This design comes from an exercise in tuning for small area, a short achievable clock period and few clock cycles on the open sky130 flow, not from production work. In this exercise RTL edits were held to simulation tests only and were not proved equivalent to the original.

==> run a <==
## qkt_score_unit
module qkt_score_unit #(
  parameter int ADDR_W = 16,
  parameter int DATA_W = 32,
  parameter int MAX_D  = 64
) (
  input  logic              clk,
  input  logic              reset_n,
  input  logic              start,
  output logic              ready,
  output logic              err,
  input  logic [ADDR_W-1:0] q_base,
  input  logic [ADDR_W-1:0] k_base,
  input  logic [ADDR_W-1:0] s_base,
  input  logic [15:0]       num_rows,
  input  logic [15:0]       num_cols,
  output logic [ADDR_W-1:0] sram_read_address,
  input  logic [DATA_W-1:0] sram_read_data,
  output logic              sram_write_enable,
  output logic [ADDR_W-1:0] sram_write_address,
  output logic [DATA_W-1:0] sram_write_data
);
==> module qkt_score_unit, before the edit <==
module qkt_score_unit #(
  parameter int ADDR_W = 16,
  parameter int DATA_W = 32,
  parameter int MAX_D  = 64
) (
  input  logic              clk,
  input  logic              reset_n,
  input  logic              start,
  output logic              ready,
  output logic              err,
  input  logic [ADDR_W-1:0] q_base,
  input  logic [ADDR_W-1:0] k_base,
  input  logic [ADDR_W-1:0] s_base,
  input  logic [15:0]       num_rows,
  input  logic [15:0]       num_cols,
  output logic [ADDR_W-1:0] sram_read_address,
  input  logic [DATA_W-1:0] sram_read_data,
  output logic              sram_write_enable,
  output logic [ADDR_W-1:0] sram_write_address,
  output logic [DATA_W-1:0] sram_write_data
);
  logic              r_ready, r_run, r_err, r_ph, r_bad, r_wide, r_kfirst;
  logic [15:0]       r_ra, r_rb, r_qrow, r_kb, r_sp;
  logic [15:0]       r_n, r_jc, r_ic;
  logic [6:0]        r_d, r_kc;
  logic w_klast, w_jlast, w_ilast, w_rowend;
  logic [15:0] w_ra_inc;
  assign w_klast  = (r_kc == 7'd1);
  assign w_jlast  = (r_jc == 16'd1);
  assign w_ilast  = (r_ic == 16'd1);
  assign w_rowend = w_klast && w_jlast;
  assign w_ra_inc = r_ra + 16'd1;
  logic r_v2, r_first2, r_last2, r_fin2;
  logic r_first3, r_last3, r_fin3;
  logic r_last4, r_fin4;
  logic r_last5, r_fin5;
  logic r_we, r_we_n, r_fin6;   
  logic r_busy, w_busy_next;
  always_comb begin
    w_busy_next = r_busy;
    if (!r_busy) begin
      if (start) w_busy_next = 1'b1;
    end else if (r_run && r_bad) begin
      w_busy_next = 1'b0;
    end else if (!r_we_n && r_fin6) begin
      w_busy_next = 1'b0;
    end
  end
  always_ff @(posedge clk or negedge reset_n) begin
    if (!reset_n) begin
      r_busy  <= 1'b0;
      r_ready <= 1'b1;
      r_run   <= 1'b0;
      r_err   <= 1'b0;
    end else begin
      r_busy  <= w_busy_next;
      r_ready <= !w_busy_next;
      if (!r_busy) begin
        if (start) r_run <= 1'b1;
      end else if (r_run && r_bad) begin
        r_run <= 1'b0;
        r_err <= r_wide;
      end else begin
        if (r_run) r_err <= 1'b0;
        if (r_run && r_ph && w_rowend && w_ilast) r_run <= 1'b0;
      end
    end
  end
  always_ff @(posedge clk) begin
    if (!r_run) begin
      r_ra     <= k_base;
      r_rb     <= q_base;
      r_qrow   <= q_base;
      r_kb     <= k_base;
      r_n      <= num_rows;
      r_jc     <= num_rows;
      r_ic     <= num_rows;
      r_d      <= num_cols[6:0];
      r_kc     <= num_cols[6:0];
      r_kfirst <= 1'b1;
      r_ph     <= 1'b0;
      r_bad    <= (num_rows == 16'd0) || (num_cols == 16'd0) || (num_cols > 16'd64);
      r_wide   <= (num_rows != 16'd0) && (num_cols > 16'd64);
    end else begin
      r_ph <= !r_ph;
      r_ra <= r_rb;
      if (!r_ph) begin
        r_rb <= w_rowend ? r_kb : w_ra_inc;
      end else begin
        r_rb <= (w_klast && !w_jlast) ? r_qrow : w_ra_inc;
        if (w_rowend) r_qrow <= w_ra_inc;
        r_kc     <= w_klast ? r_d : r_kc - 7'd1;
        r_kfirst <= w_klast;
        if (w_klast) r_jc <= w_jlast ? r_n : r_jc - 16'd1;
        if (w_rowend) r_ic <= r_ic - 16'd1;
      end
    end
  end
  always_ff @(posedge clk) begin
    if (!r_busy) r_sp <= s_base;
    else if (!r_we_n) r_sp <= r_sp + 16'd1;
  end
  always_ff @(posedge clk or negedge reset_n) begin
    if (!reset_n) begin
      {r_v2, r_first2, r_last2, r_fin2} <= '0;
      {r_first3, r_last3, r_fin3}       <= '0;
      {r_last4, r_fin4}                 <= '0;
      {r_last5, r_fin5}                 <= '0;
      {r_we, r_fin6}                    <= '0;
      r_we_n                            <= 1'b1;
    end else begin
      r_v2     <= r_run && r_ph && !r_bad;
      r_first2 <= r_run && r_ph && r_kfirst;
      r_last2  <= r_run && r_ph && w_klast;
      r_fin2   <= r_run && r_ph && w_rowend && w_ilast;
      r_first3 <= r_first2;
      r_last3  <= r_last2;
      r_fin3   <= r_fin2;
      r_last4  <= r_last3;
      r_fin4   <= r_fin3;
      r_last5  <= r_last4;
      r_fin5   <= r_fin4;
      r_we     <= r_last5;
      r_we_n   <= !r_last5;
      r_fin6   <= r_fin5;
    end
  end
  logic [31:0] r_k;
  logic [31:0] r_m;
  logic [23:0] r_enc;
  logic [31:0] r_as, r_ac, r_wd;
  logic [23:0] w_enc;
  logic [31:0] w_s, w_c;
  always_comb begin
    for (int r = 0; r < 8; r++) begin
      logic b0, b1, b2;
      b0 = r_v2 ? ((r == 0) ? 1'b0 : r_k[4*r-1]) : r_k[4*r+1];
      b1 = r_v2 ? r_k[4*r]   : r_k[4*r+2];
      b2 = r_v2 ? r_k[4*r+1] : r_k[4*r+3];
      w_enc[3*r]   = b1 ^ b0;
      w_enc[3*r+1] = (b2 & !b1 & !b0) | (!b2 & b1 & b0);
      w_enc[3*r+2] = b2;
    end
  end
  qkt_mac_tree u_tree (
    .m(r_m), .enc(r_enc), .clr(r_first3),
    .as_i(r_as), .ac_i(r_ac), .s_o(w_s), .c_o(w_c)
  );
  always_ff @(posedge clk) begin
    if (!r_v2) r_k <= sram_read_data;
    r_m   <= r_v2 ? sram_read_data : {r_m[29:0], 2'd0};
    r_enc <= w_enc;
    r_as  <= w_s;
    r_ac  <= w_c;
    r_wd  <= r_as + {r_ac[30:0], 1'b0};
  end
  assign ready              = r_ready;
  assign err                = r_err;
  assign sram_read_address  = r_ra;
  assign sram_write_enable  = r_we;
  assign sram_write_address = r_sp;
  assign sram_write_data    = r_wd;
endmodule
Settings: LEC_CHECK=0, CAP_MARGIN=20, CORE_MARGIN=2, CORE_UTILIZATION=40, SLEW_MARGIN=20; clock period 12.0 ns.
standard.sh (not shown) runs the stock make flow with config.mk's settings and CLKGATE_MAP_FILE= SYNTH_SCRIPT=/design/flow/synth_recipe.tcl, a recipe that flattens the netlist after the stock synthesis.
==> flow/flow/run.sh <==
#!/bin/bash
set -euo pipefail
bash standard.sh ABC_CLOCK_PERIOD_IN_PS=3000 SETUP_SLACK_MARGIN=8.8 \
  "BUFFER_PORTS_ARGS=-buffer_cell sky130_fd_sc_hd__buf_1" finish > standard.log 2>&1
==> inputs of run b, as changes to run a <==
--- a/flow/design.v
+++ b/flow/design.v
@@ -21,3 +21,3 @@
 );
-  logic              r_ready, r_run, r_err, r_ph, r_bad, r_wide, r_kfirst;
+  logic              r_run, r_err, r_ph, r_bad, r_wide, r_kfirst;
   logic [15:0]       r_ra, r_rb, r_qrow, r_kb, r_sp;
@@ -32,8 +32,7 @@
   assign w_ra_inc = r_ra + 16'd1;
-  logic r_v2, r_first2, r_last2, r_fin2;
-  logic r_first3, r_last3, r_fin3;
-  logic r_last4, r_fin4;
-  logic r_last5, r_fin5;
-  logic r_we, r_we_n, r_fin6;   
-  logic r_busy, w_busy_next;
+  logic r_v2, r_first2, r_last2;
+  logic r_first3, r_last3;
+  logic r_last4, r_last5, r_we;
+  logic r_we_n;   
+  logic r_busy, r_ready, w_busy_next;
   always_comb begin
@@ -44,3 +43,3 @@
       w_busy_next = 1'b0;
-    end else if (!r_we_n && r_fin6) begin
+    end else if (!r_run && !r_last2 && !r_last3 && !r_last4 && !r_last5) begin
       w_busy_next = 1'b0;
@@ -50,4 +49,4 @@
     if (!reset_n) begin
-      r_busy  <= 1'b0;
-      r_ready <= 1'b1;
+      r_busy  <= 1'b1;
+      r_ready <= 1'b0;
       r_run   <= 1'b0;
@@ -99,4 +98,3 @@
   always_ff @(posedge clk) begin
-    if (!r_busy) r_sp <= s_base;
-    else if (!r_we_n) r_sp <= r_sp + 16'd1;
+    r_sp <= r_busy ? r_sp + {15'd0, !r_we_n} : s_base;
   end
@@ -104,23 +102,16 @@
     if (!reset_n) begin
-      {r_v2, r_first2, r_last2, r_fin2} <= '0;
-      {r_first3, r_last3, r_fin3}       <= '0;
-      {r_last4, r_fin4}                 <= '0;
-      {r_last5, r_fin5}                 <= '0;
-      {r_we, r_fin6}                    <= '0;
-      r_we_n                            <= 1'b1;
+      {r_v2, r_first2, r_last2} <= '0;
+      {r_first3, r_last3}       <= '0;
+      {r_last4, r_last5, r_we}  <= '0;
+      r_we_n                    <= 1'b1;
     end else begin
-      r_v2     <= r_run && r_ph && !r_bad;
+      r_v2     <= r_run && r_ph;
       r_first2 <= r_run && r_ph && r_kfirst;
       r_last2  <= r_run && r_ph && w_klast;
-      r_fin2   <= r_run && r_ph && w_rowend && w_ilast;
       r_first3 <= r_first2;
       r_last3  <= r_last2;
-      r_fin3   <= r_fin2;
       r_last4  <= r_last3;
-      r_fin4   <= r_fin3;
       r_last5  <= r_last4;
-      r_fin5   <= r_fin4;
       r_we     <= r_last5;
       r_we_n   <= !r_last5;
-      r_fin6   <= r_fin5;
     end
==> flow/flow/run.sh (replaced) <==
#!/bin/bash
set -euo pipefail
bash standard.sh SYNTH_ARGS=-noabc SETUP_SLACK_MARGIN=8.4 \
  "BUFFER_PORTS_ARGS=-buffer_cell sky130_fd_sc_hd__buf_1" finish > standard.log 2>&1
ABC_CLOCK_PERIOD_IN_PS = 3000   (was not set)
CTS_CLUSTER_DIAMETER = 100   (was not set)
CTS_CLUSTER_SIZE = 25   (was not set)
==> inputs of run c, as changes to run a <==
--- a/flow/design.v
+++ b/flow/design.v
@@ -21,3 +21,3 @@
 );
-  logic              r_ready, r_run, r_err, r_ph, r_bad, r_wide, r_kfirst;
+  logic              r_run, r_err, r_ph, r_bad, r_wide, r_kfirst;
   logic [15:0]       r_ra, r_rb, r_qrow, r_kb, r_sp;
@@ -32,7 +32,5 @@
   assign w_ra_inc = r_ra + 16'd1;
-  logic r_v2, r_first2, r_last2, r_fin2;
-  logic r_first3, r_last3, r_fin3;
-  logic r_last4, r_fin4;
-  logic r_last5, r_fin5;
-  logic r_we, r_we_n, r_fin6;   
+  logic r_v2, r_first2, r_last2;
+  logic r_first3, r_last3;
+  logic r_last4, r_last5, r_we;
   logic r_busy, w_busy_next;
@@ -44,3 +42,3 @@
       w_busy_next = 1'b0;
-    end else if (!r_we_n && r_fin6) begin
+    end else if (r_we && !r_run && !r_last2 && !r_last3 && !r_last4 && !r_last5) begin
       w_busy_next = 1'b0;
@@ -50,9 +48,7 @@
     if (!reset_n) begin
-      r_busy  <= 1'b0;
-      r_ready <= 1'b1;
-      r_run   <= 1'b0;
-      r_err   <= 1'b0;
+      r_busy <= 1'b0;
+      r_run  <= 1'b0;
+      r_err  <= 1'b0;
     end else begin
-      r_busy  <= w_busy_next;
-      r_ready <= !w_busy_next;
+      r_busy <= w_busy_next;
       if (!r_busy) begin
@@ -99,4 +95,3 @@
   always_ff @(posedge clk) begin
-    if (!r_busy) r_sp <= s_base;
-    else if (!r_we_n) r_sp <= r_sp + 16'd1;
+    r_sp <= r_busy ? r_sp + {15'd0, r_we} : s_base;
   end
@@ -104,23 +99,14 @@
     if (!reset_n) begin
-      {r_v2, r_first2, r_last2, r_fin2} <= '0;
-      {r_first3, r_last3, r_fin3}       <= '0;
-      {r_last4, r_fin4}                 <= '0;
-      {r_last5, r_fin5}                 <= '0;
-      {r_we, r_fin6}                    <= '0;
-      r_we_n                            <= 1'b1;
+      {r_v2, r_first2, r_last2} <= '0;
+      {r_first3, r_last3}       <= '0;
+      {r_last4, r_last5, r_we}  <= '0;
     end else begin
-      r_v2     <= r_run && r_ph && !r_bad;
+      r_v2     <= r_run && r_ph;
       r_first2 <= r_run && r_ph && r_kfirst;
       r_last2  <= r_run && r_ph && w_klast;
-      r_fin2   <= r_run && r_ph && w_rowend && w_ilast;
       r_first3 <= r_first2;
       r_last3  <= r_last2;
-      r_fin3   <= r_fin2;
       r_last4  <= r_last3;
-      r_fin4   <= r_fin3;
       r_last5  <= r_last4;
-      r_fin5   <= r_fin4;
       r_we     <= r_last5;
-      r_we_n   <= !r_last5;
-      r_fin6   <= r_fin5;
     end
@@ -156,3 +142,3 @@
   end
-  assign ready              = r_ready;
+  assign ready              = !r_busy;
   assign err                = r_err;
==> flow/flow/run.sh (replaced) <==
#!/bin/bash
set -euo pipefail
bash standard.sh SYNTH_ARGS=-noabc SETUP_SLACK_MARGIN=8.6 \
  "BUFFER_PORTS_ARGS=-buffer_cell sky130_fd_sc_hd__buf_1" finish > standard.log 2>&1
ABC_CLOCK_PERIOD_IN_PS = 3000   (was not set)
CTS_CLUSTER_DIAMETER = 100   (was not set)
CTS_CLUSTER_SIZE = 25   (was not set)
==> notes.md <==
| item | run b | run a | run c |
|---|---|---|---|
| Status | finished clean | finished clean | finished clean |
| Starting density of the core | 0.403 | 0.405 | 0.406 |
| Timing endpoint of the critical path | sram_read_address[1] | r_as[30]$_DFF_P_ | ready |
| Reg clk slew, reported paths | 0.10 ns | 0.06 ns | 0.10 ns |
| CTS sink count | 342 | 347 | 340 |
| Relative area of non-clock buffer cells in the final design | 0.0420 | 0.0686 | 0.0754 |
| Multi-input gate count | 1355 | 1352 | 1326 |
| Number of antenna diodes | 0 | 5 | 1 |
| Met2 usage in global routing | 0.307 | 0.302 | 0.303 |
| Number of logic inverters in the finished layout | 27 | 168 | 33 |
| Worst path arrival time | 1.14 ns | 4.13 ns | 1.17 ns |
| Crit path max fanout | 4 | 3 | 2 |
| Vias | 14018 | 14775 | 14144 |
| Global-route track usage on met1 | 0.240 | 0.247 | 0.278 |
Testbench counts of run a, summed over its fixed seeds: cycles 541,160.
Testbench counts of run b, summed over its fixed seeds: cycles 541,160.
Testbench counts of run c, summed over its fixed seeds: cycles 541,160.

-- afterwards: timing with drivers on the ports --
The flow's constraints put no driver on any port. The routed layouts listed below were extracted and timed again, unchanged, in two steps. Step 1 assumes that a clkbuf_16 drives the clock port and a buf_2 every other input. Step 2 moves the port delays by t, midway between the first and last clock arrival at a register: inputs arrive t later, outputs are due t later. That takes back most of the time a late clock gives input paths. Slacks: ideal ports / drivers / drivers and shift; pairs: ideal ports / drivers.
run | t (ns) | setup slack, ns | worst register clock-pin slew, ns | worst slew at a driven data input, ns
run a | 0.621 | 8.367 / 8.367 / 8.246 | 0.06 / 0.06 | 0.10
run b | 0.590 | 8.461 / 8.401 / 8.190 | 0.11 / 0.11 | 0.09
run c | 0.601 | 8.428 / 8.368 / 8.289 | 0.11 / 0.11 | 0.09
After both steps every run listed still meets setup and hold. For run b, which loses most, drivers alone change the setup slack by -0.060 ns; drivers and shift together by -0.271 ns.
